Context: an optimization exercise on an open-source flow, tuned for a short achievable clock period and few clock cycles per item. The choices shown serve that exercise and are no tape-out recipe.
Only simulation tests tie the RTL to the original design; equivalence was not proved.
Power is estimated from default activity; no workload was simulated.

[design/flow/design.v]
package elastic_memory_responder_pkg;
  localparam int DATA_WIDTH        = 16;
  localparam int ADDRESS_WIDTH     = 10;
  localparam int LOAD_CYCLE        = 3;
  localparam int DEFAULT_MEM_DEPTH = 256;
endpackage
module memory_array
#(
  parameter int DATA_WIDTH = elastic_memory_responder_pkg::DATA_WIDTH,
  parameter int GROUP      = 16,
  parameter int NGROUP     = 16
) (
  input  logic                         clk,
  input  logic [NGROUP-1:0]            i_we_hi,
  input  logic [NGROUP-1:0]            i_rd_hi,
  input  logic [GROUP-1:0]             i_lo,
  input  logic [DATA_WIDTH-1:0]        i_wdata,
  output logic [NGROUP*DATA_WIDTH-1:0] o_part
);
  for (genvar g = 0; g < NGROUP; g++) begin : g_grp
    logic [DATA_WIDTH-1:0] w_sel_word [GROUP];
    for (genvar j = 0; j < GROUP; j++) begin : g_row
      logic [DATA_WIDTH-1:0] r_word;
      always_ff @(posedge clk) begin
        if (i_we_hi[g] & i_lo[j]) begin
          r_word <= i_wdata;
        end
      end
      assign w_sel_word[j] = {DATA_WIDTH{i_rd_hi[g] & i_lo[j]}} & r_word;
    end
    always_comb begin
      o_part[g*DATA_WIDTH +: DATA_WIDTH] = '0;
      for (int j = 0; j < GROUP; j++) begin
        o_part[g*DATA_WIDTH +: DATA_WIDTH] = o_part[g*DATA_WIDTH +: DATA_WIDTH] | w_sel_word[j];
      end
    end
  end
endmodule
module elastic_memory_responder
#(
  parameter int DATA_WIDTH    = elastic_memory_responder_pkg::DATA_WIDTH,
  parameter int ADDRESS_WIDTH = elastic_memory_responder_pkg::ADDRESS_WIDTH,
  parameter int MEM_DEPTH     = elastic_memory_responder_pkg::DEFAULT_MEM_DEPTH,
  parameter int READ_CYCLE    = elastic_memory_responder_pkg::LOAD_CYCLE
) (
  input  logic                     clk,
  input  logic                     reset,
  input  logic                     start_exec,
  input  logic                     init_write,
  input  logic [ADDRESS_WIDTH-1:0] init_address,
  input  logic [DATA_WIDTH-1:0]    init_data,
  input  logic                     req_valid,
  output logic                     req_stop,
  input  logic                     req_write,
  input  logic [ADDRESS_WIDTH-1:0] req_address,
  input  logic [DATA_WIDTH-1:0]    req_write_data,
  output logic                     resp_valid,
  input  logic                     resp_stop,
  output logic [DATA_WIDTH-1:0]    resp_data
);
  localparam int GROUP  = 16;
  localparam int NGROUP = MEM_DEPTH / GROUP;
  localparam int FDEPTH = 8;                   
  localparam int FPW    = $clog2(FDEPTH);
  localparam int OCW    = $clog2(FDEPTH) + 2;  
  logic r_exec_en;
  logic r_req_stop;
  logic r_full;
  logic w_req_fire;
  logic w_resp_fire;
  assign w_req_fire = req_valid & ~r_req_stop;
  always_ff @(posedge clk) begin
    if (reset) begin
      r_exec_en <= 1'b0;
    end else if (start_exec) begin
      r_exec_en <= 1'b1;
    end
  end
  always_ff @(posedge clk) begin
    r_req_stop <= reset | ~(r_exec_en | start_exec) | r_full;
  end
  logic [ADDRESS_WIDTH-1:0] w_addr;
  logic                     w_we;
  logic                     w_rd;
  logic                     w_in_range;
  logic [NGROUP-1:0]        r_a_we_hi;
  logic [NGROUP-1:0]        r_a_rd_hi;
  logic [GROUP-1:0]         r_a_lo;
  logic [DATA_WIDTH-1:0]    r_a_data;
  logic                     r_a_rd;
  assign w_addr     = r_exec_en ? req_address : init_address;
  assign w_we       = r_exec_en ? (w_req_fire & req_write) : init_write;
  assign w_rd       = w_req_fire & ~req_write & ~reset;
  assign w_in_range = (w_addr[ADDRESS_WIDTH-1:8] == '0);
  always_ff @(posedge clk) begin
    for (int g = 0; g < NGROUP; g++) begin
      r_a_we_hi[g] <= w_we & w_in_range & (w_addr[7:4] == 4'(g));
      r_a_rd_hi[g] <= w_rd & w_in_range & (w_addr[7:4] == 4'(g));
    end
    for (int j = 0; j < GROUP; j++) begin
      r_a_lo[j] <= (w_addr[3:0] == 4'(j));
    end
    r_a_data <= r_exec_en ? req_write_data : init_data;
    r_a_rd   <= w_rd;
  end
  logic [NGROUP*DATA_WIDTH-1:0] w_a_part;
  memory_array #(
    .DATA_WIDTH (DATA_WIDTH),
    .GROUP      (GROUP),
    .NGROUP     (NGROUP)
  ) u_memory_array (
    .clk     (clk),
    .i_we_hi (r_a_we_hi),
    .i_rd_hi (r_a_rd_hi),
    .i_lo    (r_a_lo),
    .i_wdata (r_a_data),
    .o_part  (w_a_part)
  );
  logic [NGROUP*DATA_WIDTH-1:0] r_b_part;
  logic                         r_b_rd;
  logic [DATA_WIDTH-1:0]        w_b_rdata;
  always_ff @(posedge clk) begin
    r_b_part <= w_a_part;
    r_b_rd   <= r_a_rd & ~reset;
  end
  always_comb begin
    w_b_rdata = '0;
    for (int g = 0; g < NGROUP; g++) begin
      w_b_rdata = w_b_rdata | r_b_part[g*DATA_WIDTH +: DATA_WIDTH];
    end
  end
  logic [DATA_WIDTH-1:0] r_fifo [FDEPTH];
  logic [FPW-1:0]        r_wr_ptr;
  logic [FPW-1:0]        r_rd_ptr;
  logic [FPW:0]          r_fcnt;
  logic                  r_resp_valid;
  logic [DATA_WIDTH-1:0] r_resp_data;
  logic                  w_load;
  logic                  w_pop;
  logic                  w_push;
  assign w_push      = r_b_rd;
  assign w_load      = ~r_resp_valid | ~resp_stop;
  assign w_pop       = w_load & (r_fcnt != '0);
  assign w_resp_fire = r_resp_valid & ~resp_stop;
  always_ff @(posedge clk) begin
    if (w_push) begin
      r_fifo[r_wr_ptr] <= w_b_rdata;
    end
  end
  always_ff @(posedge clk) begin
    if (reset) begin
      r_wr_ptr <= '0;
      r_rd_ptr <= '0;
      r_fcnt   <= '0;
    end else begin
      r_wr_ptr <= r_wr_ptr + FPW'(w_push);
      r_rd_ptr <= r_rd_ptr + FPW'(w_pop);
      r_fcnt   <= r_fcnt + (FPW+1)'(w_push) - (FPW+1)'(w_pop);
    end
  end
  always_ff @(posedge clk) begin
    if (reset) begin
      r_resp_valid <= 1'b0;
    end else if (w_load) begin
      r_resp_valid <= (r_fcnt != '0);
    end
  end
  always_ff @(posedge clk) begin
    if (w_load) begin
      r_resp_data <= r_fifo[r_rd_ptr];
    end
  end
  logic           r_fire_d;
  logic [OCW-1:0] r_ocnt;
  logic [OCW-1:0] w_ocnt_next;
  assign w_ocnt_next = r_ocnt + OCW'(r_a_rd) - OCW'(r_fire_d);
  always_ff @(posedge clk) begin
    if (reset) begin
      r_fire_d <= 1'b0;
      r_ocnt   <= '0;
      r_full   <= 1'b0;
    end else begin
      r_fire_d <= w_resp_fire;
      r_ocnt   <= w_ocnt_next;
      r_full   <= (w_ocnt_next >= OCW'(FDEPTH - 2));
    end
  end
  assign req_stop   = r_req_stop;
  assign resp_valid = r_resp_valid;
  assign resp_data  = r_resp_data;
endmodule
[design/flow/run.sh]
#!/bin/bash
# synth_recipe.tcl (not shown) runs the flow's synth.tcl, then flattens the netlist and writes it again
# the make line also repeats each setting of config.mk as NAME=value (left out here)
make -C /OpenROAD-flow-scripts/flow DESIGN_CONFIG=/design/flow/config.mk WORK_HOME=/design/flow/orfs CLKGATE_MAP_FILE= SYNTH_SCRIPT=/design/flow/synth_recipe.tcl finish
[design/flow/config.mk]
export PLATFORM = sky130hd
export DESIGN_NAME = elastic_memory_responder
export DESIGN_NICKNAME = elastic_memory_responder
export VERILOG_FILES = /design/flow/design.v
export SDC_FILE = /design/flow/constraint.sdc
export NUM_CORES = 4
export LEC_CHECK = 0
export ABC_CLOCK_PERIOD_IN_PS = 2000
export CAP_MARGIN = 20
export CORE_MARGIN = 2
export CORE_UTILIZATION = 55
export SETUP_SLACK_MARGIN = 2.5
export SLEW_MARGIN = 20
[design/flow/constraint.sdc]
create_clock -name core_clock -period 5.0 [get_ports {clk}]
set_input_delay 1.0000 -clock core_clock [delete_from_list [all_inputs] [get_ports {clk}]]
set_output_delay 1.0000 -clock core_clock [all_outputs]
set_load 0.01 [all_outputs]
==> flow_summary.yaml, run 1 <==
worst_setup_path:
  path_cells: "buf_4 > a22o_1 > a221oi_1 > nand3_1 > o21a_1"
  slowest_delay_ns: 0.52
  path_max_fanout: 37
  critPathCaptureType: "flop"
  startpoint_type: "flop"
  timing.rr.start: "r_a_lo[7]"
  r2r_cells: 5
  worstSetupPathType: "reg -> reg"
  cpMaxStageDelayCell: "dfxtp_4"
  worst-path-buf-inv: 1
  cpLargestDelayFamily: "compound AO/OA/AOI/OAI gates"
  r2r_slack_ns: 2.45
  arrival_ns: 3.35
  cp.required_ns: 5.80
  r2r-end: "r_b_part[203]"
yosys:
  synth_top_area_share_pct: 78.3
  async_flop_share_pct: 0
  netlist_top_cells_area: "edfxtp_1 (78%), a22oi_1 (4.7%), dfxtp_1 (4.2%)"
  yosysSeqAreaShare_pct: 82.5
  synthTopCellsByCount: "edfxtp_1 (4240), a22oi_1 (1024), a22o_1 (512), nand3_1 (512), a221oi_1 (462)"
  ys_warn_count: 18
  syn_area_um2: 163000
  syn_nets: 8609
  syn_area_per_cell_um2: 19.1
  synth.largest_area_cell: "edfxtp_1"
  synth_flop_cell: "edfxtp_1"
  synth_edf_count: 4240
  synthCells: 8534
  synthDistinctLibCells: 47
  ys_ff_latch: 4582
  yosysMostFrequentCell: "edfxtp_1"
timing:
  fin_skew_ns: 0.0330
  drv_slew: 0
  min_period_over_period_pct: 51.0
  fin_crit_ns: 2.55
  rsz0062_at_grt: "yes"
  fmax_ghz: 0.392
  slew_headroom_pct: 18.3
  fin_setup_tns_ns: 0
  worst_slew_pin_slew_ns: 1.23
  setup_slack_ns: 2.45
  setup_viol: 0
  finalHoldViolCount: 0
cts:
  cts_tree: "built"
  clock-sinks: 4582
  cts_hold_buf: 0
  insertion_delay_ns: 0.97
  clk_root_buffer_cell: "clkbuf_16"
  clk_pin_slew_ns: 0.06
  cts_buffers: 450
  h-tree-depth: 5
  cts_max_path_buffers: 4
pwr:
  ir_drop_v: 0.000360
  p_leak_nw: 59.3
  power_density_nw_per_um2: 436
grt:
  grt_pass1_wl_um: 670000
  grtUsageTotal_pct: 31.6
  antenna_found_initial: 21
  gr-total-overflow: 0
  first_global_vias: 86279
  grt_max_degree: 161
outcome:
  outcome: "complete, no violations"
die:
  core_um2: 294000
  fp.dieArea_um2: 300000
  initial_core_util_pct: 55.3
  rows: 199
  die_w_um: 548
  die_y_um: 548
  ioPinCount: 77
detailed_routing:
  wl_per_cell_um: 36.4
  drt-initial-drc-count: 12715
  drc: 0
  dr.pass1.iters: 6
  vias: 89300
  drt-vias-per-instance: 6.76
  drtAntennaViolNets: 0
  wl_um: 481000
worst_hold_path:
  min_path_type: "reg -> reg"
  hold_end: "r_req_stop"
  worstHoldStart: "r_full"
  whs_path_depth: 1
cells_and_area:
  final_layout_size_suffix_gt1_share_pct: 14.6
  layout.nets: 8959
  final_area_um2: 185000
  area.growth.synth_to_final_pct: 13.7
placement:
  place_area_um2: 169000
  place_congestion: 0.834
  placement.io_buffers: 76
  pre_cts_slack_ns: 1.39
  hpwl_um: 265000
job:
  max_cap_viol_count: 0
-- where the power goes --
part / internal, mW / total [mW] / switching (mW)
clock network: 20.1 / 34.4 / 14.3
logic: 1.15 / 3.54 / 2.39
registers: 42.4 / 42.8 / 0.449
-- cell type report --
cell class / instances / area, um2
flip-flops and latches: 4582 / 134000
fillers: 20326 / 109000
multi-input cells: 3386 / 26200
clock buffers: 622 / 12700
well taps: 3919 / 4900
repair buffers: 442 / 4440
clock inverters: 230 / 2340
inverters: 22 / 82.6
diodes: 6 / 15.0
-- cells by family (layout without fill, tap and decap cells) --
family / Yosys count / after routing / synth area share [%]
XOR/XNOR: 7 / 7 / 0.0377
multiplexers: 65 / 65 / 0.733
adder cells (fa/ha/maj): 16 / 16 / 0.132
AND/OR/NAND/NOR: 967 / 967 / 3.20
other: 0 / 6 / 0
flip-flops: 4582 / 4582 / 82.5
buffers and inverters: 566 / 1316 / 1.67
AO/OA/AOI/OAI: 2331 / 2331 / 11.7
-- per-layer routing --
layer	vias up	share of wire, %	track usage [%]
met3	661	10	5.88
li1	36458	-	-
met1	47181	40	45.0
met4	2	3.2	9.73
met2	4998	47	50.0
met5	-	0.0023	0
-- timing repair --
item	4_1_cts	5_1_grt
buffers inserted	14	0
gates resized for setup	165	22
setup endpoints to repair	1875	195
cloned	0	0
-- cell usage in the layout, fill, tap and decap left out, drive strengths merged, types with 6 or more instances in the layout --
| cell type | count |
|---|---|
| nor2 | 72 |
| ha | 14 |
| inv | 35 |
| clkbuf | 622 |
| nor2b | 10 |
| clkinvlp | 16 |
| a21oi | 8 |
| nor3 | 6 |
| and2 | 256 |
| nor4 | 64 |
| mux2 | 32 |
| diode | 6 |
| nand2 | 15 |
| o21a | 256 |
| edfxtp | 4240 |
| nand3 | 512 |
| a221oi | 512 |
| dfxtp | 342 |
| buf | 384 |
| nand4 | 16 |
| bufinv | 45 |
| clkdlybuf4s50 | 58 |
| a22oi | 1024 |
| a22o | 512 |
| clkinv | 156 |
| nand2b | 9 |
| mux4 | 32 |
-- registers in the layout, summed over array words and instances, names as in the netlist, 3 cells and up --
signal and count:
r_fcnt 4, r_ocnt 5, r_rd_ptr 3, r_fifo 128, r_a_lo 16, r_b_part 256
u_memory_array.g_grp.g_row.r_word 4096, r_a_data 16, r_a_we_hi 16, r_wr_ptr 3, r_resp_data 16, r_a_rd_hi 16
-- worst max-delay path by stage --
stage / startpoint / cells past startpoint / end / slack [ns]
4_1_cts: r_resp_data[4] / 1 / resp_data[4] / 2.24
5_1_grt: r_resp_data[4] / 1 / resp_data[4] / 2.44
3_5_place_dp: reset / 6 / r_a_rd_hi[7] / 1.39
3_3_place_gp: reset / 6 / r_a_rd_hi[3] / 1.32
2_1_floorplan: r_a_data[0] / 0 / u_memory_array.g_grp[0].g_row[0].r_word[0] / 2.52
6_report: r_a_lo[7] / 5 / r_b_part[203] / 2.45
-- stage by stage --
stage / utilization [%] / hold slack [ns] / total power, mW / std cells
after detailed placement: 57.6 / 0.410 / 47.1 / 12330
after global routing: 62.9 / 0.432 / 82.6 / 13204
after floorplan: - / 0.390 / 45.4 / 8534
after global placement: 57.5 / 0.403 / 47.0 / 12323
after CTS: 62.8 / 0.422 / 80.9 / 13196
final: 62.9 / 0.415 / 80.7 / 13209
Testbench counts, summed over its fixed seeds: cycles 24,028, items 24,000.
==> inputs of run 2 (changes only) <==
==> design/flow/flow/run.sh (new file) <==
#!/bin/bash
# Standard layout, with plain buffers (not delay cells) on the ports and resizing free to
# change a cell's footprint. Full make output goes to standard_flow.log in the work folder.
set -euo pipefail
bash standard.sh \
  "BUFFER_PORTS_ARGS=-buffer_cell sky130_fd_sc_hd__buf_4" \
  MATCH_CELL_FOOTPRINT=0 \
  finish > standard_flow.log 2>&1
==> design/flow/standard.sh (new file) <==
#!/bin/bash
# synth_recipe.tcl (not shown) runs the flow's synth.tcl, then flattens the netlist and writes it again
# the make line also repeats each setting of config.mk as NAME=value (left out here)
make -C /OpenROAD-flow-scripts/flow DESIGN_CONFIG=/design/flow/config.mk WORK_HOME=/design/flow/orfs CLKGATE_MAP_FILE= SYNTH_SCRIPT=/design/flow/synth_recipe.tcl "${@:-finish}"
removed: design/flow/run.sh
==> run 2 against run 1 <==
Critical endpoint is now resp_data[1]. Still clean on timing, DRC and antenna. Clock skew rose by 0.023 ns. Register-to-register slack improved by 0.04 ns. Highest routed layer unchanged. Worst hold slack got worse by 0.19 ns.
==> flow_summary.yaml, run 2 <==
yosys:
  synth_flop_cell: "edfxtp_1"
  synth_top_area_share_pct: 78.3
  syn_area_per_cell_um2: 19.1
  syn_nets: 8609
  synthTopCellsByCount: "edfxtp_1 (4240), a22oi_1 (1024), a22o_1 (512), nand3_1 (512), a221oi_1 (462)"
  yosysMostFrequentCell: "edfxtp_1"
  synthCells: 8534
  ys_warn_count: 18
  ys_ff_latch: 4582
  syn_area_um2: 163000
  netlist_top_cells_area: "edfxtp_1 (78%), a22oi_1 (4.7%), dfxtp_1 (4.2%)"
  synth.largest_area_cell: "edfxtp_1"
  synth_edf_count: 4240
  synthDistinctLibCells: 47
  yosysSeqAreaShare_pct: 82.5
  async_flop_share_pct: 0
grt:
  first_global_vias: 86294
  grt_pass1_wl_um: 664000
  grt_max_degree: 168
  grtUsageTotal_pct: 31.2
  antenna_found_initial: 19
  gr-total-overflow: 0
detailed_routing:
  drt-initial-drc-count: 12739
  drt-vias-per-instance: 6.77
  dr.pass1.iters: 6
  wl_um: 476000
  vias: 89191
  drc: 0
  wl_per_cell_um: 36.1
  drtAntennaViolNets: 0
cts:
  h-tree-depth: 5
  clk_root_buffer_cell: "clkbuf_16"
  cts_hold_buf: 0
  clock-sinks: 4582
  clk_pin_slew_ns: 0.06
  insertion_delay_ns: 0.96
  cts_tree: "built"
  cts_max_path_buffers: 4
  cts_buffers: 447
timing:
  finalHoldViolCount: 0
  setup_viol: 0
  fin_crit_ns: 2.52
  fmax_ghz: 0.396
  fin_skew_ns: 0.0562
  fin_setup_tns_ns: 0
  worst_slew_pin_slew_ns: 1.19
  drv_slew: 0
  holdWs_ns: 0.228
  rsz0062_at_grt: "yes"
  min_period_over_period_pct: 50.5
  slew_headroom_pct: 20.1
cells_and_area:
  reg_top3: "u_memory_array.g_grp.g_row.r_word (4096), r_b_part (256), r_fifo (128)"
  final_core_util_pct: 62.6
  layout_common_cells: "edfxtp_1 (4240), a22oi_1 (1024), a22o_1 (512), nand3_1 (512), a221oi_1 (462)"
  final_layout_size_suffix_gt1_share_pct: 14.8
  final_common_cell: "edfxtp_1"
  area.growth.synth_to_final_pct: 13.2
  layout.nets: 8925
  largest_register_ffs: 4096
  seqCellArea_um2: 134000
  top_register: "u_memory_array.g_grp.g_row.r_word"
  final_cells: 13170
  multi_input_area_um2: 26100
  nFillCells: 20504
worst_setup_path:
  cp-endpoint: "resp_data[1]"
  crit_path_start: "r_resp_data[1]"
  timing.rr.start: "r_a_lo[10]"
  arrival_ns: 1.52
  startpoint_type: "flop"
  cpMaxStageDelayCell: "edfxtp_1"
  worstSetupPathType: "reg -> out"
  r2r_slack_ns: 2.49
  cp.required_ns: 4.00
  worst-path-buf-inv: 1
  path_cells: "buf_6"
  r2r_cells: 2
  r2r-end: "u_memory_array.g_grp[12].g_row[10].r_word[7]"
  slowest_delay_ns: 0.43
  cpLargestDelayFamily: "flip-flops"
  critPathCaptureType: "output port"
  path_max_fanout: 1
  crit_cells: 1
placement:
  place_inst: 12303
  hpwl_um: 267000
  placement.io_buffers: 76
  place_congestion: 0.845
pwr:
  p_leak_nw: 59.0
  power_density_nw_per_um2: 433
  clkPwrFrac_pct: 41.9
  comb_power_share_pct: 4.4
  ir_drop_v: 0.000346
  p_seq_share_pct: 53.7
  p_sw_mw: 17.0
  sw_frac_of_total_pct: 21.3
  p_int_mw: 62.8
die:
  die_w_um: 548
  initial_core_util_pct: 55.3
  die_y_um: 548
  ioPinCount: 77
  fp.dieArea_um2: 300000
  core_um2: 294000
  rows: 199
worst_hold_path:
  min_path_type: "in -> reg"
job:
  max_cap_viol_count: 0
outcome:
  outcome: "complete, no violations"
[run 2: per-layer routing]
metal	share of wire, %	vias up	wire length (um)	track usage [%]
met5	0.015	-	69	0
met4	3.0	10	14400	9.05
met3	9.6	707	45600	5.20
met2	48	5023	227000	49.9
met1	40	47066	188000	44.8
li1	-	36385	-	-
[run 2: stage by stage]
step / cell area (um2) / setup slack, ns / total power, mW
floorplan: 163000 / 2.52 / 45.4
global placement: 169000 / 1.67 / 47.0
detailed placement: 169000 / 1.73 / 47.1
CTS: 184000 / 2.41 / 80.0
global route: 184000 / 2.40 / 81.7
finish: 184000 / 2.48 / 79.8
[run 2: kinds of logic after synthesis]
group | Yosys count | synth area share, %
AO/OA/AOI/OAI | 2331 | 11.7
XOR/XNOR | 7 | 0.0377
adder cells (fa/ha/maj) | 16 | 0.132
buffers and inverters | 566 | 1.67
flip-flops | 4582 | 82.5
multiplexers | 65 | 0.733
AND/OR/NAND/NOR | 967 | 3.20
[run 2: final cells by class]
cell class | count | area share (%)
Tap cell | 3919 | 2.66
Clock buffer | 619 | 6.80
Sequential cell | 4582 | 73.0
Antenna cell | 6 | 0.00816
Clock inverter | 225 | 1.16
Timing Repair Buffer | 411 | 2.18
Inverter | 22 | 0.0449
Multi-Input combinational cell | 3386 | 14.2
[run 2: how the worst min path moves through the flow]
stage                   start          to  slack [ns]  cells after the start
floorplan              r_full  r_req_stop        0.39                      1
global placement       r_full  r_req_stop        0.46                      1
detailed placement     r_full  r_req_stop        0.43                      1
CTS                 resp_stop    r_fire_d        0.18                      2
global route        resp_stop    r_fire_d        0.19                      2
finish              resp_stop    r_fire_d        0.23                      2
[run 2: repair_timing]
action,4_1_cts,5_1_grt
setup buffers,4,7
gates cloned,0,0
gates resized for setup,106,24
setup endpoints to repair,1469,280
[run 2: power by group through the flow]
stage / registers, mW / logic (mW) / clock network (mW)
final: 42.8 / 3.51 / 33.4
after global routing: 42.8 / 3.72 / 35.1
after CTS: 42.8 / 3.48 / 33.6
after detailed placement: 43.6 / 3.42 / 0
after global placement: 43.6 / 3.37 / 0
after floorplan: 43.8 / 1.65 / 0
==> inputs of run 3 (changes only) <==
--- a/design/flow/design.v
+++ b/design/flow/design.v
@@ -11,9 +11,8 @@
   parameter int NGROUP     = 16
 ) (
   input  logic                         clk,
-  input  logic [NGROUP-1:0]            i_we_hi,
-  input  logic [NGROUP-1:0]            i_rd_hi,
-  input  logic [GROUP-1:0]             i_lo,
+  input  logic [NGROUP*GROUP-1:0]      i_wen,
+  input  logic [NGROUP*GROUP-1:0]      i_rsel,
   input  logic [DATA_WIDTH-1:0]        i_wdata,
   output logic [NGROUP*DATA_WIDTH-1:0] o_part
 );
@@ -22,11 +21,11 @@
     for (genvar j = 0; j < GROUP; j++) begin : g_row
       logic [DATA_WIDTH-1:0] r_word;
       always_ff @(posedge clk) begin
-        if (i_we_hi[g] & i_lo[j]) begin
+        if (i_wen[g*GROUP + j]) begin
           r_word <= i_wdata;
         end
       end
-      assign w_sel_word[j] = {DATA_WIDTH{i_rd_hi[g] & i_lo[j]}} & r_word;
+      assign w_sel_word[j] = {DATA_WIDTH{i_rsel[g*GROUP + j]}} & r_word;
     end
     always_comb begin
       o_part[g*DATA_WIDTH +: DATA_WIDTH] = '0;
@@ -83,9 +82,8 @@
   logic                     w_we;
   logic                     w_rd;
   logic                     w_in_range;
-  logic [NGROUP-1:0]        r_a_we_hi;
-  logic [NGROUP-1:0]        r_a_rd_hi;
-  logic [GROUP-1:0]         r_a_lo;
+  logic [MEM_DEPTH-1:0]     r_a_wen;
+  logic [MEM_DEPTH-1:0]     r_a_rsel;
   logic [DATA_WIDTH-1:0]    r_a_data;
   logic                     r_a_rd;
   assign w_addr     = r_exec_en ? req_address : init_address;
@@ -93,12 +91,9 @@
   assign w_rd       = w_req_fire & ~req_write & ~reset;
   assign w_in_range = (w_addr[ADDRESS_WIDTH-1:8] == '0);
   always_ff @(posedge clk) begin
-    for (int g = 0; g < NGROUP; g++) begin
-      r_a_we_hi[g] <= w_we & w_in_range & (w_addr[7:4] == 4'(g));
-      r_a_rd_hi[g] <= w_rd & w_in_range & (w_addr[7:4] == 4'(g));
-    end
-    for (int j = 0; j < GROUP; j++) begin
-      r_a_lo[j] <= (w_addr[3:0] == 4'(j));
+    for (int w = 0; w < MEM_DEPTH; w++) begin
+      r_a_wen[w]  <= w_we & w_in_range & (w_addr[7:0] == 8'(w));
+      r_a_rsel[w] <= w_rd & w_in_range & (w_addr[7:0] == 8'(w));
     end
     r_a_data <= r_exec_en ? req_write_data : init_data;
     r_a_rd   <= w_rd;
@@ -110,9 +105,8 @@
     .NGROUP     (NGROUP)
   ) u_memory_array (
     .clk     (clk),
-    .i_we_hi (r_a_we_hi),
-    .i_rd_hi (r_a_rd_hi),
-    .i_lo    (r_a_lo),
+    .i_wen   (r_a_wen),
+    .i_rsel  (r_a_rsel),
     .i_wdata (r_a_data),
     .o_part  (w_a_part)
   );
@@ -129,46 +123,49 @@
       w_b_rdata = w_b_rdata | r_b_part[g*DATA_WIDTH +: DATA_WIDTH];
     end
   end
-  logic [DATA_WIDTH-1:0] r_fifo [FDEPTH];
+  logic [DATA_WIDTH-1:0] r_c_rdata;
+  logic                  r_c_rd;
+  always_ff @(posedge clk) begin
+    r_c_rdata <= w_b_rdata;
+    r_c_rd    <= r_b_rd & ~reset;
+  end
+  logic [DATA_WIDTH-1:0] r_buf [FDEPTH];
   logic [FPW-1:0]        r_wr_ptr;
-  logic [FPW-1:0]        r_rd_ptr;
-  logic [FPW:0]          r_fcnt;
+  logic [FPW-1:0]        r_head;
+  logic [FPW-1:0]        r_head_p1;
+  logic [FPW:0]          r_bcnt;
   logic                  r_resp_valid;
   logic [DATA_WIDTH-1:0] r_resp_data;
-  logic                  w_load;
-  logic                  w_pop;
   logic                  w_push;
-  assign w_push      = r_b_rd;
-  assign w_load      = ~r_resp_valid | ~resp_stop;
-  assign w_pop       = w_load & (r_fcnt != '0);
+  logic [DATA_WIDTH-1:0] w_cand_fire;
+  logic [DATA_WIDTH-1:0] w_cand_hold;
+  logic [FPW:0]          w_bcnt_next;
+  assign w_push      = r_c_rd;
   assign w_resp_fire = r_resp_valid & ~resp_stop;
+  assign w_cand_fire = (r_bcnt == (FPW+1)'(1)) ? r_c_rdata : r_buf[r_head_p1];
+  assign w_cand_hold = (r_bcnt == '0)          ? r_c_rdata : r_buf[r_head];
+  assign w_bcnt_next = r_bcnt + (FPW+1)'(w_push) - (FPW+1)'(w_resp_fire);
   always_ff @(posedge clk) begin
     if (w_push) begin
-      r_fifo[r_wr_ptr] <= w_b_rdata;
+      r_buf[r_wr_ptr] <= r_c_rdata;
     end
   end
   always_ff @(posedge clk) begin
     if (reset) begin
-      r_wr_ptr <= '0;
-      r_rd_ptr <= '0;
-      r_fcnt   <= '0;
+      r_wr_ptr  <= '0;
+      r_head    <= '0;
+      r_head_p1 <= FPW'(1);
+      r_bcnt    <= '0;
     end else begin
-      r_wr_ptr <= r_wr_ptr + FPW'(w_push);
-      r_rd_ptr <= r_rd_ptr + FPW'(w_pop);
-      r_fcnt   <= r_fcnt + (FPW+1)'(w_push) - (FPW+1)'(w_pop);
+      r_wr_ptr  <= r_wr_ptr + FPW'(w_push);
+      r_head    <= r_head + FPW'(w_resp_fire);
+      r_head_p1 <= r_head_p1 + FPW'(w_resp_fire);
+      r_bcnt    <= w_bcnt_next;
     end
   end
   always_ff @(posedge clk) begin
-    if (reset) begin
-      r_resp_valid <= 1'b0;
-    end else if (w_load) begin
-      r_resp_valid <= (r_fcnt != '0);
-    end
-  end
-  always_ff @(posedge clk) begin
-    if (w_load) begin
-      r_resp_data <= r_fifo[r_rd_ptr];
-    end
+    r_resp_valid <= ~reset & (w_bcnt_next != '0);
+    r_resp_data  <= w_resp_fire ? w_cand_fire : w_cand_hold;
   end
   logic           r_fire_d;
   logic [OCW-1:0] r_ocnt;
--- a/design/flow/config.mk
+++ b/design/flow/config.mk
@@ -9,5 +9,5 @@
 export CAP_MARGIN = 20
 export CORE_MARGIN = 2
 export CORE_UTILIZATION = 55
-export SETUP_SLACK_MARGIN = 2.5
+export SETUP_SLACK_MARGIN = 2.7
 export SLEW_MARGIN = 20
==> run 3 against run 2 <==
Synthesized cell count rose by 4.6%. Design area increased by 7.3%. Clock-buffer cell count is 136 higher. Sequential power rose by 8.6%. Combinational power is 31% lower. Global-route usage increased by 1.1 points. Core utilization rose by 0.89 points. Register-to-register slack improved by 0.13 ns. Fmax is 2.8% higher. Largest power group unchanged.
==> flow_summary.yaml, run 3 <==
timing:
  fin_crit_ns: 2.45
  fmax_ghz: 0.407
  setup_viol: 0
  rsz0062_at_grt: "yes"
  holdWs_ns: 0.198
  drv_slew: 0
  fin_setup_tns_ns: 0
  fin_skew_ns: 0.0495
  worst_slew_pin_slew_ns: 1.26
  finalHoldViolCount: 0
  min_period_over_period_pct: 49.1
  slew_headroom_pct: 15.2
cells_and_area:
  layout_common_cells: "edfxtp_1 (4224), a221oi_1 (1029), a22o_1 (1024), dfxtp_1 (749), clkbuf_16 (534)"
  final_common_cell: "edfxtp_1"
  final_layout_size_suffix_gt1_share_pct: 16.4
  layout.nets: 9445
  largest_register_ffs: 4096
  area.growth.synth_to_final_pct: 15.1
  top_register: "u_memory_array.g_grp.g_row.r_word"
detailed_routing:
  wl_per_cell_um: 37.4
  wl_um: 522000
  dr.pass1.iters: 7
  drtAntennaViolNets: 0
  drc: 0
  drt-vias-per-instance: 6.84
  drt-initial-drc-count: 15101
  vias: 95502
pwr:
  ir_drop_v: 0.000354
  power_density_nw_per_um2: 443
  p_leak_nw: 63.5
worst_setup_path:
  startpoint_type: "flop"
  slowest_delay_ns: 0.32
  arrival_ns: 1.45
  r2r_cells: 7
  cpMaxStageDelayCell: "dfxtp_2"
  r2r_slack_ns: 2.62
  timing.rr.start: "r_exec_en"
  cpLargestDelayFamily: "flip-flops"
  critPathCaptureType: "output port"
  crit_cells: 1
  path_max_fanout: 2
  path_cells: "buf_6"
  worst-path-buf-inv: 1
  r2r-end: "r_a_wen[251]"
  cp-endpoint: "resp_valid"
  cp.required_ns: 4.00
  crit_path_start: "r_resp_valid"
  worstSetupPathType: "reg -> out"
die:
  ioPinCount: 77
  core_um2: 311000
  die_w_um: 563
  die_y_um: 563
  initial_core_util_pct: 55.1
  rows: 205
  fp.dieArea_um2: 316000
grt:
  first_global_vias: 91557
  grtUsageTotal_pct: 32.4
  grt_pass1_wl_um: 718000
  antenna_found_initial: 22
  gr-total-overflow: 0
  grt_max_degree: 225
yosys:
  async_flop_share_pct: 0
  synth_top_area_share_pct: 73.9
  yosysSeqAreaShare_pct: 83.8
  synth.largest_area_cell: "edfxtp_1"
  ys_warn_count: 18
  synthCells: 8929
  ys_ff_latch: 5066
  netlist_top_cells_area: "edfxtp_1 (74%), dfxtp_1 (9.8%), a221oi_1 (5.3%)"
  syn_area_per_cell_um2: 19.2
  synthDistinctLibCells: 46
  synth_edf_count: 4224
  synth_flop_cell: "edfxtp_1"
  syn_area_um2: 172000
  syn_nets: 9006
  synthTopCellsByCount: "edfxtp_1 (4224), a221oi_1 (1032), a22o_1 (1024), dfxtp_1 (842), clkbuf_1 (562)"
  yosysMostFrequentCell: "edfxtp_1"
cts:
  h-tree-depth: 6
  insertion_delay_ns: 1.05
  cts_tree: "built"
  cts_hold_buf: 0
  cts_max_path_buffers: 4
  clk_root_buffer_cell: "clkbuf_16"
  cts_buffers: 521
  clock-sinks: 5066
  clk_pin_slew_ns: 0.06
job:
  max_cap_viol_count: 0
placement:
  hpwl_um: 293000
  placement.io_buffers: 76
  place_congestion: 0.872
outcome:
  outcome: "complete, no violations"
worst_hold_path:
  min_path_type: "in -> reg"
==> run 3: changes by cell type in the layout (fill, tap and decap cells not counted), moves of 147 or more <==
cell / previous run / this run
a22oi_1: 1024 / 1
a221oi_1: 462 / 1029
a22o_1: 512 / 1024
nand3_1: 512 / 2
dfxtp_1: 306 / 749
nor2_1: 72 / 493
nand4_1: 16 / 272
o21a_1: 256 / 0
and2_2: 147 / 0
==> run 3: worst min path at each step <==
stage,startpoint,endpoint,slack (ns),depth (start not counted)
2_1_floorplan,r_full,r_req_stop,0.39,1
6_report,req_write_data[14],r_a_data[14],0.20,2
4_1_cts,req_write_data[14],r_a_data[14],0.14,2
3_3_place_gp,r_full,r_req_stop,0.40,1
3_5_place_dp,r_full,r_req_stop,0.41,1
5_1_grt,init_data[14],r_a_data[14],0.18,2
==> run 3: repair_timing <==
action	in CTS	in global routing
setup endpoints to repair	539	344
pin swaps	17	11
gates cloned	1	3
gates resized for setup	100	33
buffers inserted	47	21
==> run 3: power breakdown <==
group / internal (mW) / switching, mW / leakage, nW / total (mW)
clock network: 22.1 / 16.4 / 8.32 / 38.5
registers: 46.2 / 0.320 / 44.7 / 46.5
logic: 0.862 / 1.55 / 10.5 / 2.41
total: 69.2 / 18.2 / 63.5 / 87.4
==> run 3: per-stage QoR <==
stage,cell area [um2],instances,setup slack [ns],utilization [%],power (mW)
finish,198000,13962,2.55,63.5,87.4
floorplan,172000,8929,2.34,-,48.6
CTS,197000,13917,2.47,63.3,87.7
global route,197000,13947,2.50,63.5,89.5
global placement,179000,12910,1.35,57.4,49.6
detailed placement,179000,12910,1.16,57.4,49.6
==> run 3: final cells by class <==
class,count,area [um2]
multi-input combinational,3222,26300
antenna,18,45.0
clock buffer,755,14700
inverter,21,85.1
clock inverter,204,2470
tap,4140,5180
sequential,5066,144000
fill,21264,114000
timing repair buffer,536,4830
==> run 3: kinds of logic after synthesis <==
logic type,count (synthesis),share of synthesized area [%]
flops,5066,83.8
compound gates,2097,10.7
simple gates,983,2.80
buf+inv,643,1.43
mux,113,1.14
fa+ha+maj,18,0.140
xor+xnor,9,0.0459
==> run 3: per-layer routing <==
| layer | vias to the layer above | track usage (%) | routed length (um) |
|---|---|---|---|
| met5 | - | 0 | 39 |
| met4 | 6 | 11.3 | 19300 |
| met3 | 931 | 6.77 | 57200 |
| met2 | 5957 | 50.0 | 242000 |
| met1 | 50443 | 46.2 | 204000 |
| li1 | 38165 | - | - |
Testbench counts of run 3, summed over its fixed seeds: cycles 24,028, items 24,000.
==> inputs of run 4 (changes only) <==
--- a/design/flow/design.v
+++ b/design/flow/design.v
@@ -78,22 +78,36 @@
   always_ff @(posedge clk) begin
     r_req_stop <= reset | ~(r_exec_en | start_exec) | r_full;
   end
-  logic [ADDRESS_WIDTH-1:0] w_addr;
-  logic                     w_we;
+  logic                     w_req_we;
+  logic                     w_init_we;
   logic                     w_rd;
-  logic                     w_in_range;
+  logic [GROUP-1:0]         w_req_lo;
+  logic [NGROUP-1:0]        w_req_hi;
+  logic [GROUP-1:0]         w_init_lo;
+  logic [NGROUP-1:0]        w_init_hi;
   logic [MEM_DEPTH-1:0]     r_a_wen;
   logic [MEM_DEPTH-1:0]     r_a_rsel;
   logic [DATA_WIDTH-1:0]    r_a_data;
   logic                     r_a_rd;
-  assign w_addr     = r_exec_en ? req_address : init_address;
-  assign w_we       = r_exec_en ? (w_req_fire & req_write) : init_write;
-  assign w_rd       = w_req_fire & ~req_write & ~reset;
-  assign w_in_range = (w_addr[ADDRESS_WIDTH-1:8] == '0);
-  always_ff @(posedge clk) begin
-    for (int w = 0; w < MEM_DEPTH; w++) begin
-      r_a_wen[w]  <= w_we & w_in_range & (w_addr[7:0] == 8'(w));
-      r_a_rsel[w] <= w_rd & w_in_range & (w_addr[7:0] == 8'(w));
+  assign w_req_we  = w_req_fire & req_write & (req_address[ADDRESS_WIDTH-1:8] == '0);
+  assign w_init_we = init_write & ~r_exec_en & (init_address[ADDRESS_WIDTH-1:8] == '0);
+  assign w_rd      = w_req_fire & ~req_write & ~reset;
+  always_comb begin
+    for (int i = 0; i < 16; i++) begin
+      w_req_lo[i]  = (req_address[3:0] == 4'(i));
+      w_req_hi[i]  = (req_address[7:4] == 4'(i));
+      w_init_lo[i] = (init_address[3:0] == 4'(i));
+      w_init_hi[i] = (init_address[7:4] == 4'(i));
+    end
+  end
+  always_ff @(posedge clk) begin
+    for (int g = 0; g < NGROUP; g++) begin
+      for (int j = 0; j < GROUP; j++) begin
+        r_a_wen[g*GROUP + j]  <= (w_req_we & w_req_hi[g] & w_req_lo[j])
+                               | (w_init_we & w_init_hi[g] & w_init_lo[j]);
+        r_a_rsel[g*GROUP + j] <= w_rd & (req_address[ADDRESS_WIDTH-1:8] == '0)
+                               & w_req_hi[g] & w_req_lo[j];
+      end
     end
     r_a_data <= r_exec_en ? req_write_data : init_data;
     r_a_rd   <= w_rd;
--- a/design/flow/config.mk
+++ b/design/flow/config.mk
@@ -9,5 +9,5 @@
 export CAP_MARGIN = 20
 export CORE_MARGIN = 2
 export CORE_UTILIZATION = 55
-export SETUP_SLACK_MARGIN = 2.7
+export SETUP_SLACK_MARGIN = 3.0
 export SLEW_MARGIN = 20
==> run 4 against run 3 <==
Sequential share of layout area decreased by 1.1 points. Synthesized cell count increased by 0.56%. Now fails the layout checks on max-capacitance violations, max-slew violations. Clock-buffer cell count decreased by 45. First-iteration DRC count decreased by 9.1%. Setup slack got worse by 0.0053 ns. Largest cell class unchanged. Total power decreased by 2.4%.
==> flow_summary.yaml, run 4 <==
worst_setup_path:
  r2r_slack_ns: 2.61
  startpoint_type: "flop"
  slowest_delay_ns: 0.37
  worst-path-buf-inv: 1
  crit_cells: 1
  crit_path_start: "r_resp_data[5]"
  path_max_fanout: 1
  arrival_ns: 1.46
  worstSetupPathType: "reg -> out"
  timing.rr.start: "r_req_stop"
  r2r_cells: 9
  cpMaxStageDelayCell: "dfxtp_2"
  path_cells: "buf_6"
  cp.required_ns: 4.00
  r2r-end: "r_a_wen[113]"
  cpLargestDelayFamily: "flip-flops"
  critPathCaptureType: "output port"
cells_and_area:
  layout_common_cells: "edfxtp_1 (4224), a22o_1 (1024), a221oi_1 (1008), dfxtp_1 (741), clkbuf_16 (498)"
  final_layout_size_suffix_gt1_share_pct: 21.0
  multi_input_area_um2: 30600
  largest_register_ffs: 4096
  top_register: "u_memory_array.g_grp.g_row.r_word"
  final_common_cell: "edfxtp_1"
  nFillCells: 21074
  layout.nets: 9456
  seqCellArea_um2: 144000
  final_core_util_pct: 64.3
  area.growth.synth_to_final_pct: 16.4
die:
  core_um2: 312000
  die_y_um: 564
  die_w_um: 564
  ioPinCount: 77
  fp.dieArea_um2: 318000
  initial_core_util_pct: 55.2
  rows: 205
detailed_routing:
  drt-vias-per-instance: 6.97
  wl_per_cell_um: 38.3
  route.met3.wl_um: 58800
  drt-initial-drc-count: 13727
  wl_um: 534000
  highest_layer: "met5"
  dr.pass1.iters: 6
  drtAntennaViolNets: 0
  vias: 97272
  wl_met2_um: 248000
  drc: 0
  met1_length_um: 204000
yosys:
  synth_top_area_share_pct: 73.6
  yosysSeqAreaShare_pct: 83.4
  synth_edf_count: 4224
  ys_ff_latch: 5066
  synthCells: 8979
  syn_area_per_cell_um2: 19.2
  synthDistinctLibCells: 40
  synthTopCellsByCount: "edfxtp_1 (4224), a221oi_1 (1035), a22o_1 (1024), dfxtp_1 (842), clkbuf_1 (593)"
  syn_area_um2: 172000
  yosysMostFrequentCell: "edfxtp_1"
  syn_nets: 9056
  ys_warn_count: 18
  synth.largest_area_cell: "edfxtp_1"
  synth_flop_cell: "edfxtp_1"
  netlist_top_cells_area: "edfxtp_1 (74%), dfxtp_1 (9.8%), a221oi_1 (5.3%)"
  async_flop_share_pct: 0
timing:
  fin_setup_tns_ns: 0
  rsz0062_at_grt: "yes"
  finalHoldViolCount: 0
  fin_crit_ns: 2.46
  fin_skew_ns: 0.0699
  worst_slew_pin_slew_ns: 1.57
  fmax_ghz: 0.406
  setup_viol: 0
  min_period_over_period_pct: 49.2
  slew_headroom_pct: -5.04
  drv_slew: 32
worst_hold_path:
  min_path_type: "in -> reg"
  worstHoldStart: "req_write_data[13]"
  hold_end: "r_a_data[13]"
  whs_path_depth: 2
outcome:
  so_faults: "max-capacitance violations, max-slew violations"
  outcome: "failed layout checks"
placement:
  hpwl_um: 292000
  place_congestion: 0.872
  placement.io_buffers: 76
pwr:
  p_leak_nw: 63.3
  ir_drop_v: 0.000415
  power_density_nw_per_um2: 426
cts:
  cts_hold_buf: 0
  h-tree-depth: 5
  cts_max_path_buffers: 4
  cts_buffers: 484
  cts_tree: "built"
  clk_root_buffer_cell: "clkbuf_16"
  clk_pin_slew_ns: 0.06
  clock-sinks: 5066
  insertion_delay_ns: 1.01
grt:
  first_global_vias: 92373
  gr-total-overflow: 0
  grt_max_degree: 193
  antenna_found_initial: 45
  grtUsageTotal_pct: 32.8
  grt_pass1_wl_um: 728000
job:
  max_cap_viol_count: 2
[run 4: cell count changes in the layout (fill, tap and decap cells not counted), moves of 21 or more]
cell	before	now
o22ai_2	2	217
buf_6	22	51
clkinv_2	54	97
buf_4	458	417
o22ai_1	0	23
nor2_1	493	107
nor2_2	42	76
a221oi_2	2	27
nand2_8	6	55
clkbuf_16	534	498
a221oi_1	1029	1008
clkbuf_8	55	78
clkbuf_1	166	130
nor2_4	4	102
[run 4: worst max path at each step]
stage                         end
detailed placement  r_a_rsel[116]
finish               resp_data[5]
CTS                  resp_data[8]
floorplan            r_a_rsel[16]
global placement    r_a_rsel[112]
global route         resp_data[8]
[run 4: kinds of logic after synthesis]
kind of cell	Yosys count	synth area share, %
AOI/OAI and AO/OA	2331	11.5
xor gates and xnor gates	9	0.0458
adders and majority gates	18	0.139
buffers and inverters	672	1.50
DFF	5066	83.4
muxes	113	1.14
and+or+nand+nor	770	2.32
[run 4: power breakdown]
| part | switching, mW | leakage [nW] | internal [mW] | total (mW) |
|---|---|---|---|---|
| clock | 15.6 | 7.81 | 20.5 | 36.1 |
| sequential | 0.280 | 44.7 | 46.2 | 46.5 |
| combinational | 1.81 | 10.8 | 0.924 | 2.73 |
| total | 17.7 | 63.3 | 67.6 | 85.3 |
[run 4: layout make-up]
class,instances,area share (%)
tap,4140,2.58
antenna,17,0.0212
inverter,19,0.0368
sequential,5066,71.8
clock inverter,204,0.903
clock buffer,710,7.00
multi-input combinational,3278,15.2
timing repair buffer,530,2.44
[run 4: stage by stage]
stage / hold WS (ns) / total power [mW] / cells / setup slack, ns / area, um2
2_1_floorplan: 0.390 / 48.6 / 8979 / 2.48 / 173000
3_3_place_gp: 0.443 / 49.7 / 12908 / 1.42 / 179000
3_5_place_dp: 0.433 / 49.8 / 12913 / 1.38 / 179000
4_1_cts: 0.168 / 85.4 / 13896 / 2.49 / 197000
5_1_grt: 0.229 / 87.4 / 13955 / 2.52 / 200000
6_report: 0.234 / 85.3 / 13964 / 2.54 / 200000
[run 4: per-layer routing]
metal	up-vias	track usage, %
met1	51246	46.0
met2	6266	50.9
li1	38749	-
met5	-	0
met3	995	6.73
met4	16	13.0
[run 4: timing repair]
action / 4_1_cts / 5_1_grt
gates resized for setup: 299 / 539
pin swaps: 117 / 182
setup endpoints to repair: 1102 / 654
buffers inserted: 52 / 27
gates cloned: 17 / 22
Testbench counts of run 4, summed over its fixed seeds: cycles 24,028, items 24,000.
==> inputs of run 5 (changes only) <==
--- a/design/flow/config.mk
+++ b/design/flow/config.mk
@@ -9,5 +9,5 @@
 export CAP_MARGIN = 20
 export CORE_MARGIN = 2
 export CORE_UTILIZATION = 55
-export SETUP_SLACK_MARGIN = 3.0
+export SETUP_SLACK_MARGIN = 2.7
 export SLEW_MARGIN = 20
==> run 5 against run 4 <==
The run now finishes clean. Sequential cell count stayed put. Sequential power hardly changed. Clock-buffer cell count is 25 lower. First-iteration DRC count is 6.8% higher. Design area is 2.4% lower. Clock power hardly changed. Setup slack worse by 0.0075 ns. Cell count is 0.67% lower.
==> flow_summary.yaml, run 5 <==
detailed_routing:
  drt-vias-per-instance: 6.96
  dr.pass1.iters: 8
  drtAntennaViolNets: 0
  wl_um: 528000
  drt-initial-drc-count: 14656
  vias: 96564
  wl_per_cell_um: 38.1
  drc: 0
cts:
  cts_max_path_buffers: 4
  cts_buffers: 484
  insertion_delay_ns: 1.00
  cts_hold_buf: 0
  clock-sinks: 5066
  clk_root_buffer_cell: "clkbuf_16"
  cts_tree: "built"
  h-tree-depth: 5
  clk_pin_slew_ns: 0.06
timing:
  fin_crit_ns: 2.47
  rsz0062_at_grt: "yes"
  fin_setup_tns_ns: 0
  fmax_ghz: 0.405
  min_period_over_period_pct: 49.4
  setup_viol: 0
  worst_slew_pin_slew_ns: 1.46
  fin_skew_ns: 0.0649
  drv_slew: 0
  finalHoldViolCount: 0
  slew_headroom_pct: 2.72
job:
  max_cap_viol_count: 0
pwr:
  ir_drop_v: 0.000342
  p_sw_mw: 17.5
  power_density_nw_per_um2: 436
  p_int_mw: 67.7
  sw_frac_of_total_pct: 20.6
  p_leak_nw: 62.5
  comb_power_share_pct: 2.8
  p_seq_share_pct: 54.6
  clkPwrFrac_pct: 42.6
die:
  die_w_um: 564
  rows: 205
  ioPinCount: 77
  die_y_um: 564
  fp.dieArea_um2: 318000
  core_um2: 312000
  initial_core_util_pct: 55.2
grt:
  grtUsageTotal_pct: 32.6
  use_met1_pct: 45.5
  grt-busiest-layer: "met2"
  antenna_found_initial: 36
  gr-total-overflow: 0
  met2_usage_pct: 50.8
  grt_max_degree: 188
  grtUsageMet3_pct: 7.07
  grt_pass1_wl_um: 723000
  first_global_vias: 91778
cells_and_area:
  final_common_cell: "edfxtp_1"
  layout.nets: 9356
  multi_input_area_um2: 26800
  layout_common_cells: "edfxtp_1 (4224), a221oi_1 (1034), a22o_1 (1024), dfxtp_1 (766), clkbuf_16 (492)"
  final_layout_size_suffix_gt1_share_pct: 15.2
  top_register: "u_memory_array.g_grp.g_row.r_word"
  area.growth.synth_to_final_pct: 13.6
  final_area_um2: 196000
  largest_register_ffs: 4096
  seqCellArea_um2: 144000
  nFillCells: 21688
yosys:
  synthAdderAreaFrac_pct: 0.139
  synthDistinctLibCells: 40
  yosysMostFrequentCell: "edfxtp_1"
  synth.largest_area_cell: "edfxtp_1"
  ys_warn_count: 18
  synth_edf_count: 4224
  syn_area_per_cell_um2: 19.2
  syn_nets: 9056
  synth_top_area_share_pct: 73.6
  synth_flop_cell: "edfxtp_1"
  netlist_top_cells_area: "edfxtp_1 (74%), dfxtp_1 (9.8%), a221oi_1 (5.3%)"
  synthTopCellsByCount: "edfxtp_1 (4224), a221oi_1 (1035), a22o_1 (1024), dfxtp_1 (842), clkbuf_1 (593)"
  syn_area_um2: 172000
  synthMuxAreaShare_pct: 1.14
  async_flop_share_pct: 0
  synth_top_family_by_area: "compound AO/OA/AOI/OAI gates"
  synthSimpleGateAreaFrac_pct: 2.32
  yosysSeqAreaShare_pct: 83.4
  synth_compound_area_share_pct: 11.5
  ys_ff_latch: 5066
  synthXorXnorAreaFrac_pct: 0.0457
  synthCells: 8979
worst_setup_path:
  timing.rr.start: "r_b_part[52]"
  cpMaxStageDelayCell: "dfxtp_2"
  critPathCaptureType: "output port"
  path_cells: "buf_6"
  arrival_ns: 1.47
  cpLargestDelayFamily: "flip-flops"
  r2r_cells: 2
  slowest_delay_ns: 0.36
  worstSetupPathType: "reg -> out"
  startpoint_type: "flop"
  worst-path-buf-inv: 1
  cp.required_ns: 4.00
  path_max_fanout: 1
  r2r_slack_ns: 2.64
  r2r-end: "r_c_rdata[4]"
placement:
  hpwl_um: 293000
  place_congestion: 0.859
  place_area_um2: 179000
  placement.io_buffers: 76
worst_hold_path:
  hold_end: "r_a_data[4]"
  worstHoldStart: "req_write_data[4]"
  min_path_type: "in -> reg"
  whs_path_depth: 2
outcome:
  outcome: "complete, no violations"
## run 5: cell counts after synthesis
No cell type changed its count.
## run 5: logic make-up (layout without fill, tap and decap cells)
group	after synthesis	count (layout)
other cells	0	17
compound gates	2331	2331
mux	113	113
fa+ha+maj	18	18
simple gates	770	770
xor+xnor	9	9
buf+inv	672	1406
flops	5066	5066
## run 5: worst max path at each step
stage / from / end / slack, ns / cells past startpoint
after floorplan: reset / r_a_rsel[32] / 2.48 / 6
after global placement: reset / r_a_rsel[55] / 1.33 / 5
after detailed placement: req_address[9] / r_a_wen[15] / 1.60 / 5
after CTS: r_resp_data[15] / resp_data[15] / 2.46 / 1
after global routing: r_resp_data[15] / resp_data[15] / 2.49 / 1
final: r_resp_data[15] / resp_data[15] / 2.53 / 1
## run 5: power by group through the flow
| stage | Sequential (mW) | Combinational, mW | Clock (mW) |
|---|---|---|---|
| finish | 46.6 | 2.39 | 36.3 |
| global route | 46.6 | 2.54 | 38.2 |
| CTS | 46.6 | 2.36 | 36.6 |
| detailed placement | 47.5 | 2.31 | 0 |
| global placement | 47.4 | 2.22 | 0 |
| floorplan | 47.6 | 0.995 | 0 |
## run 5: metal layers
metal / vias up / wire length (um)
met2: 6193 / 245000
met5: - / 131
li1: 38499 / -
met4: 20 / 22600
met1: 50819 / 203000
met3: 1033 / 57200
## run 5: final cells by class
class                           count  share of cell area [%]
Tap cell                         4140                    2.65
Clock buffer                      685                    6.98
Sequential cell                  5066                    73.5
Multi-Input combinational cell   3241                    13.7
Inverter                           19                  0.0377
Clock inverter                    235                    1.17
Antenna cell                       17                  0.0217
Timing Repair Buffer              467                    2.00
## run 5: stage by stage
| step | worst slack, ns | util [%] | hold slack [ns] | cells | power (mW) |
|---|---|---|---|---|---|
| floorplan | 2.48 | - | 0.390 | 8979 | 48.6 |
| global placement | 1.33 | 57.5 | 0.413 | 12914 | 49.7 |
| detailed placement | 1.60 | 57.5 | 0.444 | 12917 | 49.8 |
| CTS | 2.46 | 62.7 | 0.169 | 13850 | 85.5 |
| global route | 2.49 | 62.8 | 0.199 | 13857 | 87.3 |
| finish | 2.53 | 62.8 | 0.222 | 13870 | 85.3 |
## run 5: repair_timing
item,CTS,global route
endpoints found under the setup margin,296,180
setup buffers,13,3
resized for setup,52,15
pin swaps,9,1

## separate check: timing with driven ports
No port has a modelled driver above. Below, the same layouts with a new extraction and two added sets of constraints.
Step 1 (the two cells are an assumption about what drives the block):
set clk [get_ports {clk}]
set_driving_cell -lib_cell sky130_fd_sc_hd__clkbuf_16 $clk
set_driving_cell -lib_cell sky130_fd_sc_hd__buf_2 [delete_from_list [all_inputs] $clk]
Step 2 adds t to the input delays and takes it off the output delays; t is the mean of the earliest and latest rising clock arrival at the registers after step 1. Input paths then give back, and output paths get back, about the clock's delay inside the block.
Three values: ideal ports, drivers, drivers and shift; two values: the first two.
run	t, ns	setup WS [ns]	hold WS [ns]
run 1	1.048	2.452 / 2.399 / 1.745	0.415 / 0.415 / 0.415
run 2	1.035	2.476 / 2.380 / 1.850	0.228 / 0.159 / 0.470
run 3	1.131	2.545 / 2.444 / 1.921	0.198 / 0.127 / 0.421
run 4	1.078	2.540 / 2.434 / 1.609	0.234 / 0.163 / 0.456
run 5	1.077	2.532 / 2.431 / 1.632	0.222 / 0.149 / 0.433
For run 4, which loses most, drivers alone change the setup slack by -0.106 ns; drivers and shift together by -0.931 ns.
